What follows belongs to an exercise in optimizing a design on an open flow for small area and few clock cycles per item; a production flow would make more cautious choices. The RTL was checked by simulation tests, not by an equivalence proof against the original design. Power figures rest on the tool's default switching activity, not on a simulated workload.

File: flow/design.v
package ple_pkg;
  localparam int OP_W     = 3;
  localparam int KEY_W    = 32;
  localparam int POS_W    = 8;
  localparam int STATUS_W = 3;
  localparam int FOUND_W  = 4;
  localparam int LEN_W    = 5;
  localparam int IN_DATA_W  = 48;
  localparam int OUT_DATA_W = 16;
  typedef enum logic [OP_W-1:0] {
    OP_INS_FIRST = 3'd0,
    OP_INS_LAST  = 3'd1,
    OP_INS_AT    = 3'd2,
    OP_DEL_FIRST = 3'd3,
    OP_DEL_LAST  = 3'd4,
    OP_DEL_AT    = 3'd5,
    OP_SEARCH    = 3'd6
  } op_t;
  typedef enum logic [STATUS_W-1:0] {
    ST_OK       = 3'd0,
    ST_BADPOS   = 3'd1,
    ST_BEYOND   = 3'd2,
    ST_EMPTY    = 3'd3,
    ST_FULL     = 3'd4,
    ST_NOTFOUND = 3'd5
  } status_t;
  typedef struct packed {
    logic             ins;    
    logic             del;    
    logic [POS_W-1:0] pos;    
  } ple_ctl_t;
endpackage
module ple_cell #(
  parameter int IDX        = 0,
  parameter int DATA_WIDTH = 32
) (
  input  logic                  clk,
  input  ple_pkg::ple_ctl_t     ctl,
  input  logic [ple_pkg::POS_W-1:0] count,
  input  logic [DATA_WIDTH-1:0] key_word,
  input  logic [DATA_WIDTH-1:0] left_data,
  input  logic [DATA_WIDTH-1:0] right_data,
  output logic [DATA_WIDTH-1:0] data,
  output logic                  match
);
  localparam logic [ple_pkg::POS_W-1:0] MY_IDX = ple_pkg::POS_W'(IDX);
  logic [DATA_WIDTH-1:0] data_r;
  logic [DATA_WIDTH-1:0] data_nxt;
  always_comb begin
    data_nxt = data_r;
    if (ctl.ins) begin
      if (MY_IDX == ctl.pos) begin
        data_nxt = key_word;
      end else if (MY_IDX > ctl.pos) begin
        data_nxt = left_data;
      end
    end else if (ctl.del) begin
      if (MY_IDX >= ctl.pos) begin
        data_nxt = right_data;
      end
    end
  end
  always_ff @(posedge clk) begin
    data_r <= data_nxt;
  end
  assign match = (MY_IDX < count) && (data_r == key_word);
  assign data  = data_r;
endmodule
module positional_list_engine #(
  parameter int CAPACITY   = 16,
  parameter int DATA_WIDTH = 32
) (
  input  logic                            clk,
  input  logic                            rst_n,
  input  logic                            in_tvalid,
  output logic                            in_tready,
  input  logic [ple_pkg::IN_DATA_W-1:0]   in_tdata,
  output logic                            out_tvalid,
  input  logic                            out_tready,
  output logic [ple_pkg::OUT_DATA_W-1:0]  out_tdata
);
  localparam int CW = $clog2(CAPACITY + 1);
  localparam int IW = $clog2(CAPACITY);
  localparam logic [ple_pkg::POS_W-1:0] CAP_POS = ple_pkg::POS_W'(CAPACITY);
  logic [ple_pkg::OP_W-1:0]         in_op;
  logic signed [ple_pkg::KEY_W-1:0] in_key;
  logic [ple_pkg::POS_W-1:0]        in_pos;
  logic [DATA_WIDTH-1:0]   key_word;
  assign in_op    = in_tdata[ple_pkg::OP_W-1:0];
  assign in_key   = in_tdata[ple_pkg::OP_W+ple_pkg::KEY_W-1:ple_pkg::OP_W];
  assign in_pos   = in_tdata[ple_pkg::OP_W+ple_pkg::KEY_W+ple_pkg::POS_W-1:ple_pkg::OP_W+ple_pkg::KEY_W];
  assign key_word = DATA_WIDTH'(in_key);
  logic in_acc;
  logic s1_adv;
  assign in_acc = in_tvalid && in_tready;
  logic [CW-1:0]    count_r;
  logic [CW-1:0]    count_nxt;
  logic [ple_pkg::POS_W-1:0] cnt_pos;
  assign cnt_pos = ple_pkg::POS_W'(count_r);
  ple_pkg::ple_ctl_t ctl;
  ple_pkg::status_t  dec_status;
  logic     dec_inc;
  logic     dec_dec;
  logic     dec_search;
  always_comb begin
    ctl        = '0;
    dec_status = ple_pkg::ST_OK;
    dec_inc    = 1'b0;
    dec_dec    = 1'b0;
    dec_search = 1'b0;
    unique case (in_op)
      ple_pkg::OP_INS_FIRST: begin
        if (cnt_pos >= CAP_POS) begin
          dec_status = ple_pkg::ST_FULL;
        end else begin
          ctl.ins = 1'b1;
          dec_inc = 1'b1;
        end
      end
      ple_pkg::OP_INS_LAST: begin
        ctl.pos = cnt_pos;
        if (cnt_pos >= CAP_POS) begin
          dec_status = ple_pkg::ST_FULL;
        end else begin
          ctl.ins = 1'b1;
          dec_inc = 1'b1;
        end
      end
      ple_pkg::OP_INS_AT: begin
        ctl.pos = in_pos;
        if (in_pos[ple_pkg::POS_W-1]) begin
          dec_status = ple_pkg::ST_BADPOS;
        end else if (in_pos > cnt_pos) begin
          dec_status = ple_pkg::ST_BEYOND;
        end else if (cnt_pos >= CAP_POS) begin
          dec_status = ple_pkg::ST_FULL;
        end else begin
          ctl.ins = 1'b1;
          dec_inc = 1'b1;
        end
      end
      ple_pkg::OP_DEL_FIRST: begin
        if (cnt_pos == '0) begin
          dec_status = ple_pkg::ST_EMPTY;
        end else begin
          ctl.del = 1'b1;
          dec_dec = 1'b1;
        end
      end
      ple_pkg::OP_DEL_LAST: begin
        if (cnt_pos == '0) begin
          dec_status = ple_pkg::ST_EMPTY;
        end else begin
          dec_dec = 1'b1;
        end
      end
      ple_pkg::OP_DEL_AT: begin
        ctl.pos = in_pos;
        if (in_pos[ple_pkg::POS_W-1]) begin
          dec_status = ple_pkg::ST_BADPOS;
        end else if (in_pos == '0 && cnt_pos == '0) begin
          dec_status = ple_pkg::ST_EMPTY;
        end else if (in_pos >= cnt_pos) begin
          dec_status = ple_pkg::ST_BEYOND;
        end else begin
          ctl.del = 1'b1;
          dec_dec = 1'b1;
        end
      end
      ple_pkg::OP_SEARCH: begin
        dec_search = 1'b1;
      end
      default: begin
      end
    endcase
    ctl.ins = ctl.ins && in_acc;
    ctl.del = ctl.del && in_acc;
  end
  always_comb begin
    count_nxt = count_r;
    if (in_acc && dec_inc) begin
      count_nxt = count_r + CW'(1);
    end else if (in_acc && dec_dec) begin
      count_nxt = count_r - CW'(1);
    end
  end
  always_ff @(posedge clk) begin
    if (!rst_n) begin
      count_r <= '0;
    end else begin
      count_r <= count_nxt;
    end
  end
  logic [DATA_WIDTH-1:0] cell_data [CAPACITY];
  logic [CAPACITY-1:0]   cell_match;
  for (genvar g = 0; g < CAPACITY; g++) begin : g_cell
    logic [DATA_WIDTH-1:0] left_w;
    logic [DATA_WIDTH-1:0] right_w;
    if (g == 0) begin : g_head
      assign left_w = key_word;
    end else begin : g_mid
      assign left_w = cell_data[g-1];
    end
    if (g == CAPACITY - 1) begin : g_tail
      assign right_w = '0;
    end else begin : g_body
      assign right_w = cell_data[g+1];
    end
    ple_cell #(
      .IDX        (g),
      .DATA_WIDTH (DATA_WIDTH)
    ) u_cell (
      .clk        (clk),
      .ctl        (ctl),
      .count      (cnt_pos),
      .key_word   (key_word),
      .left_data  (left_w),
      .right_data (right_w),
      .data       (cell_data[g]),
      .match      (cell_match[g])
    );
  end
  logic                s1_valid_r;
  ple_pkg::status_t             s1_status_r;
  logic                s1_search_r;
  logic [CAPACITY-1:0] s1_match_r;
  logic [CW-1:0]       s1_len_r;
  logic                out_valid_r;
  assign s1_adv    = !out_valid_r || out_tready;
  assign in_tready = !s1_valid_r || s1_adv;
  always_ff @(posedge clk) begin
    if (!rst_n) begin
      s1_valid_r <= 1'b0;
    end else if (in_tready) begin
      s1_valid_r <= in_tvalid;
    end
  end
  always_ff @(posedge clk) begin
    if (in_acc) begin
      s1_status_r <= dec_status;
      s1_search_r <= dec_search;
      s1_match_r  <= cell_match;
      s1_len_r    <= count_nxt;
    end
  end
  logic          hit;
  logic [IW-1:0] hit_idx;
  always_comb begin
    hit     = 1'b0;
    hit_idx = '0;
    for (int i = CAPACITY - 1; i >= 0; i--) begin
      if (s1_match_r[i]) begin
        hit     = 1'b1;
        hit_idx = IW'(i);
      end
    end
  end
  logic [ple_pkg::STATUS_W-1:0]   out_status_r;
  logic [ple_pkg::FOUND_W-1:0]    out_found_r;
  logic [ple_pkg::LEN_W-1:0]      out_len_r;
  always_ff @(posedge clk) begin
    if (!rst_n) begin
      out_valid_r <= 1'b0;
    end else if (s1_adv) begin
      out_valid_r <= s1_valid_r;
    end
  end
  always_ff @(posedge clk) begin
    if (s1_adv && s1_valid_r) begin
      if (s1_search_r) begin
        out_status_r <= hit ? ple_pkg::ST_OK : ple_pkg::ST_NOTFOUND;
        out_found_r  <= hit ? ple_pkg::FOUND_W'(hit_idx) : '0;
      end else begin
        out_status_r <= s1_status_r;
        out_found_r  <= '0;
      end
      out_len_r <= ple_pkg::LEN_W'(s1_len_r);
    end
  end
  assign out_tvalid = out_valid_r;
  assign out_tdata  = {{(ple_pkg::OUT_DATA_W - ple_pkg::STATUS_W - ple_pkg::FOUND_W - ple_pkg::LEN_W){1'b0}},
                       out_len_r, out_found_r, out_status_r};
endmodule
File: flow/run.sh
#!/bin/bash
# synth_recipe.tcl (not shown) runs the flow's synth.tcl, then flattens the netlist and writes it again
# the make line also repeats each setting of config.mk as NAME=value (left out here)
make -C /OpenROAD-flow-scripts/flow DESIGN_CONFIG=/design/flow/config.mk WORK_HOME=/design/flow/orfs CLKGATE_MAP_FILE= SYNTH_SCRIPT=/design/flow/synth_recipe.tcl finish
File: flow/config.mk
export PLATFORM = sky130hd
export DESIGN_NAME = positional_list_engine
export DESIGN_NICKNAME = positional_list_engine
export VERILOG_FILES = /design/flow/design.v
export SDC_FILE = /design/flow/constraint.sdc
export NUM_CORES = 4
export LEC_CHECK = 0
export CAP_MARGIN = 20
export CORE_MARGIN = 2
export CORE_UTILIZATION = 40
export SLEW_MARGIN = 20
File: flow/constraint.sdc
create_clock -name core_clock -period 3.8 [get_ports {clk}]
set_input_delay 0.7600 -clock core_clock [delete_from_list [all_inputs] [get_ports {clk}]]
set_output_delay 0.7600 -clock core_clock [all_outputs]
set_load 0.01 [all_outputs]
==> run_results.csv <==
group,metric,value,unit
placed_design,place_area,0.0364,sq mm
setup_path,critPathMaxFanout,4,
floorplan,die_h,291,um
timing,min_period,3280,ps
clock_network,clk_latency,640,ps
clock_network,clock_sinks,556,
synth,synth-edff-count,549,
pwr,ir_worst_vdd,0.352,mV
route,antenna_left,0,
synth,synth_flop_cell,"edfxtp_1",
timing,setup_slack,520,ps
synth,netlist_top_cells_area,"edfxtp_1 (50%), o211ai_1 (10%), xnor2_1 (7.3%)",
final_layout,fin_cells,4484,
setup_path,path_class,"input port to flip-flop",
pwr,power.net_switching,4080,uW
job,maxCapViolCount,0,
setup_path,slowest_delay,760,ps
floorplan,die_w,291,um
outcome,status,"finished clean",
timing,tightest_slew,968,ps
route,dr.first_iter.drc_count,3098,
floorplan,core,0.0818,sq mm
timing,layout_worst_path_cycle_share,86.3,%
clock_network,clk_path_buf_depth,3,
placed_design,hpwl,88800,um
setup_path,worst-path-stages,10,
setup_path,arrival,3780,ps
synth,synth-simple-area-share,19.0,%
global_route,grt_max_degree,76,
clock_network,cts_resized,0,
setup_path,crit_slowest_cell,"clkdlybuf4s50_1",
setup_path,r2r_end,"g_cell[2].u_cell.data_r[6]",
global_route,grtUsageTotal,26.8,%
setup_path,path_cells,"clkdlybuf4s50_1 -> xnor2_1 -> buf_4 -> nand4_1 -> or4_1 -> nor4_1 -> buf_4 -> nand4_1 -> nor4_1 -> buf_4",
clock_network,hold_buffers,0,
setup_path,cp-startpoint,"in_tdata[16]",
setup_path,end_kind,"flip-flop",
setup_path,cp_num_buf_inv,4,
synth,synthAdderAreaFrac,0.303,%
pwr,p_leak,0.0128,uW
placed_design,portBuffers,60,
placed_design,placed_cells,4372,
setup_path,crit_end,"s1_match_r[3]",
clock_network,cts.clk_slew.worst_paths,60,ps
setup_path,cp_top_family,"simple AND/OR/NAND/NOR gates",
pwr,p_int,10900,uW
clock_network,cts_tree,"built",
route,drc,0,
pwr,power,15000,uW
clock_network,cts_buffers,61,
synth,ys_seq_elements,556,
pwr,p_clk_share,37.8,%
worst_hold_path,hold_path_class,"flip-flop to flip-flop",
pwr,power_frac_seq,48.2,%
global_route,grt_pass1_wl,169000,um
timing,timing.hold.ws,419,ps
final_layout,final_nets,3425,
synth,synth_area,0.0330,sq mm
route,drt_wl_total,117000,um
synth,yosysTopAreaCell,"edfxtp_1",
timing,clock_skew,28.7,ps
setup_path,rrSetupSlack,670,ps
final_layout,final_area,0.0382,sq mm
clock_network,cts_setup_buffers,0,
timing,drv_slew,0,
final_layout,final_common_cell,"nand2_1",
global_route,antenna_found_initial,4,
global_route,grt_pass1_vias,24600,
route,wl_per_cell,26.1,um
timing,clock.fmax,0.305,GHz
timing,hold_viol_final,0,
final_layout,final_cell_mix,"nand2_1 (617), edfxtp_1 (549), nand3_1 (467)",
global_route,grt_overflow_total,0,
synth,avgSynthCellArea,9.97,sq um
clock_network,h-tree-depth,2,
route,vias,26600,
setup_path,worstRegToRegCells,11,
timing,slew_headroom,34.8,%
synth,synth_cell_types,65,
synth,synth_top_family_by_area,"simple AND/OR/NAND/NOR gates",
clock_network,clockRootBuffer,"clkbuf_16",
floorplan,rows,105,
synth,synthArstFlopShare,0,%
setup_path,cp_common_cell,"buf_4",
route,via_per_inst,5.93,
placed_design,gp_congestion,0.984,
synth,synth_warnings,18,
route,drt_first_pass_iters,6,
setup_path,required,4300,ps
final_layout,drive_above_1_share,11.1,%
timing,rsz0062_at_grt,"false",
setup_path,rr_startpoint,"count_r[1]",
timing,setup_viol,0,
pwr,p_per_area,392,mW/mm^2
pwr,combPwrFrac,14.0,%
placed_design,place_worst_setup_slack,-118,ps
final_layout,area_growth,15.9,%
pwr,swShare,27.2,%
final_layout,antenna_cells,0,
synth,yosys.area.top_type_share,49.9,%
synth,synthMuxAreaShare,0.182,%
synth,synth-compound-area-share,12.4,%
synth,synth_xor_area_share,13.6,%
setup_path,critPathLaunchType,"input port",
floorplan,die_area,0.0848,sq mm
floorplan,io_pins,70,
floorplan,start_util,40.3,%
synth,seq_area_frac_synth,50.4,%
synth,synthCells,3310,
==> final cells by class <==
class,instances,area [sq um]
fill,7694,43600
sequential,556,16600
multi-input combinational,2430,15200
timing repair buffer,302,3170
clock buffer,83,1670
tap,1070,1340
clock inverter,29,155
inverter,14,52.6
==> synthesized netlist by cell type, types with 4 or more instances <==
cell type and number:
buf_1 40, clkbuf_1 201, nand3_1 469, nand2_2 13, o21ai_0 10, edfxtp_1 549
nand4_1 77, nand2_1 624, a2111oi_0 5, mux2i_1 6, nor3_1 16, nor2_1 22
inv_1 14, o21a_1 4, nand2b_1 5, buf_4 9, dfxtp_1 7, xor2_1 238
a21oi_1 53, buf_2 63, o211ai_1 448, nor3b_1 4, ha_1 8, xnor2_1 276
nor4_1 76, or4_1 7
==> metal layers <==
layer	routed length [um]	track usage (%)	vias up
met5	0	0	-
li1	-	-	12300
met3	9200	2.92	225
met4	7350	15.2	0
met2	49800	39.4	1395
met1	50600	38.3	12700
==> cell families (layout without fill, tap and decap cells) <==
| group | count (synthesis) | in the layout |
|---|---|---|
| simple gates | 1343 | 1343 |
| flops | 556 | 556 |
| compound gates | 555 | 555 |
| xor+xnor | 514 | 514 |
| buf+inv | 327 | 428 |
| fa+ha+maj | 8 | 8 |
| mux | 6 | 6 |
| other cells | 1 | 4 |
==> sequential cells by signal, indices dropped and copies added, names as in the netlist <==
register,flops
s1_len_r,5
out_found_r,4
s1_status_r,3
out_valid_r,1
out_len_r,5
count_r,5
out_status_r,3
g_cell.u_cell.data_r,512
s1_match_r,16
s1_valid_r,1
s1_search_r,1
==> worst min-delay path by stage <==
stage	start	end	slack, ps	cells after the start
final	s1_len_r[1]	out_len_r[1]	420	0
after global routing	s1_len_r[1]	out_len_r[1]	430	0
after CTS	s1_len_r[1]	out_len_r[1]	420	0
after detailed placement	s1_len_r[3]	out_len_r[3]	410	0
after global placement	s1_len_r[0]	out_len_r[0]	400	0
after floorplan	s1_len_r[0]	out_len_r[0]	400	0
==> power groups by stage <==
| stage | sequential (uW) | clock [uW] | combinational (uW) |
|---|---|---|---|
| final | 7220 | 5670 | 2100 |
| after global routing | 7240 | 5920 | 2220 |
| after CTS | 7220 | 5710 | 2070 |
| after detailed placement | 7340 | 0 | 2070 |
| after global placement | 7340 | 0 | 2050 |
| after floorplan | 7290 | 0 | 1200 |
==> through the flow <==
step | utilization, % | setup TNS (ps)
floorplan | - | -131770
global placement | 44.5 | -265
detailed placement | 44.5 | -133
CTS | 46.7 | 0
global route | 46.7 | 0
finish | 46.7 | 0
Testbench counts, summed over its fixed seeds: cycles 12,016, items 12,000.

re-timing with driven ports:
The results above use ideal ports. As a check the final layout listed here was re-extracted and re-timed, cells and wires unchanged. Step 1: set_driving_cell puts a clkbuf_16 on clk and a buf_2 on each other input, an assumption about the parent block. Step 2 also shifts input and output timing later by t, the mid clock arrival at the registers, as if the neighbouring blocks saw the same clock. a / b / c = ideal / step 1 / step 2; a / b = the first two.
t, ns: 0.690
setup slack, ns: 0.520 / 0.554 / -0.135
worst setup path after step 2: input to register
latest minus earliest clock arrival (ns): 0.029 / 0.029
worst register clock-pin slew, ns: 0.07 / 0.07
Met with ideal ports but missed after step 2: setup timing in this run. For this run, drivers alone change the setup slack by +0.034 ns; drivers and shift together by -0.655 ns.
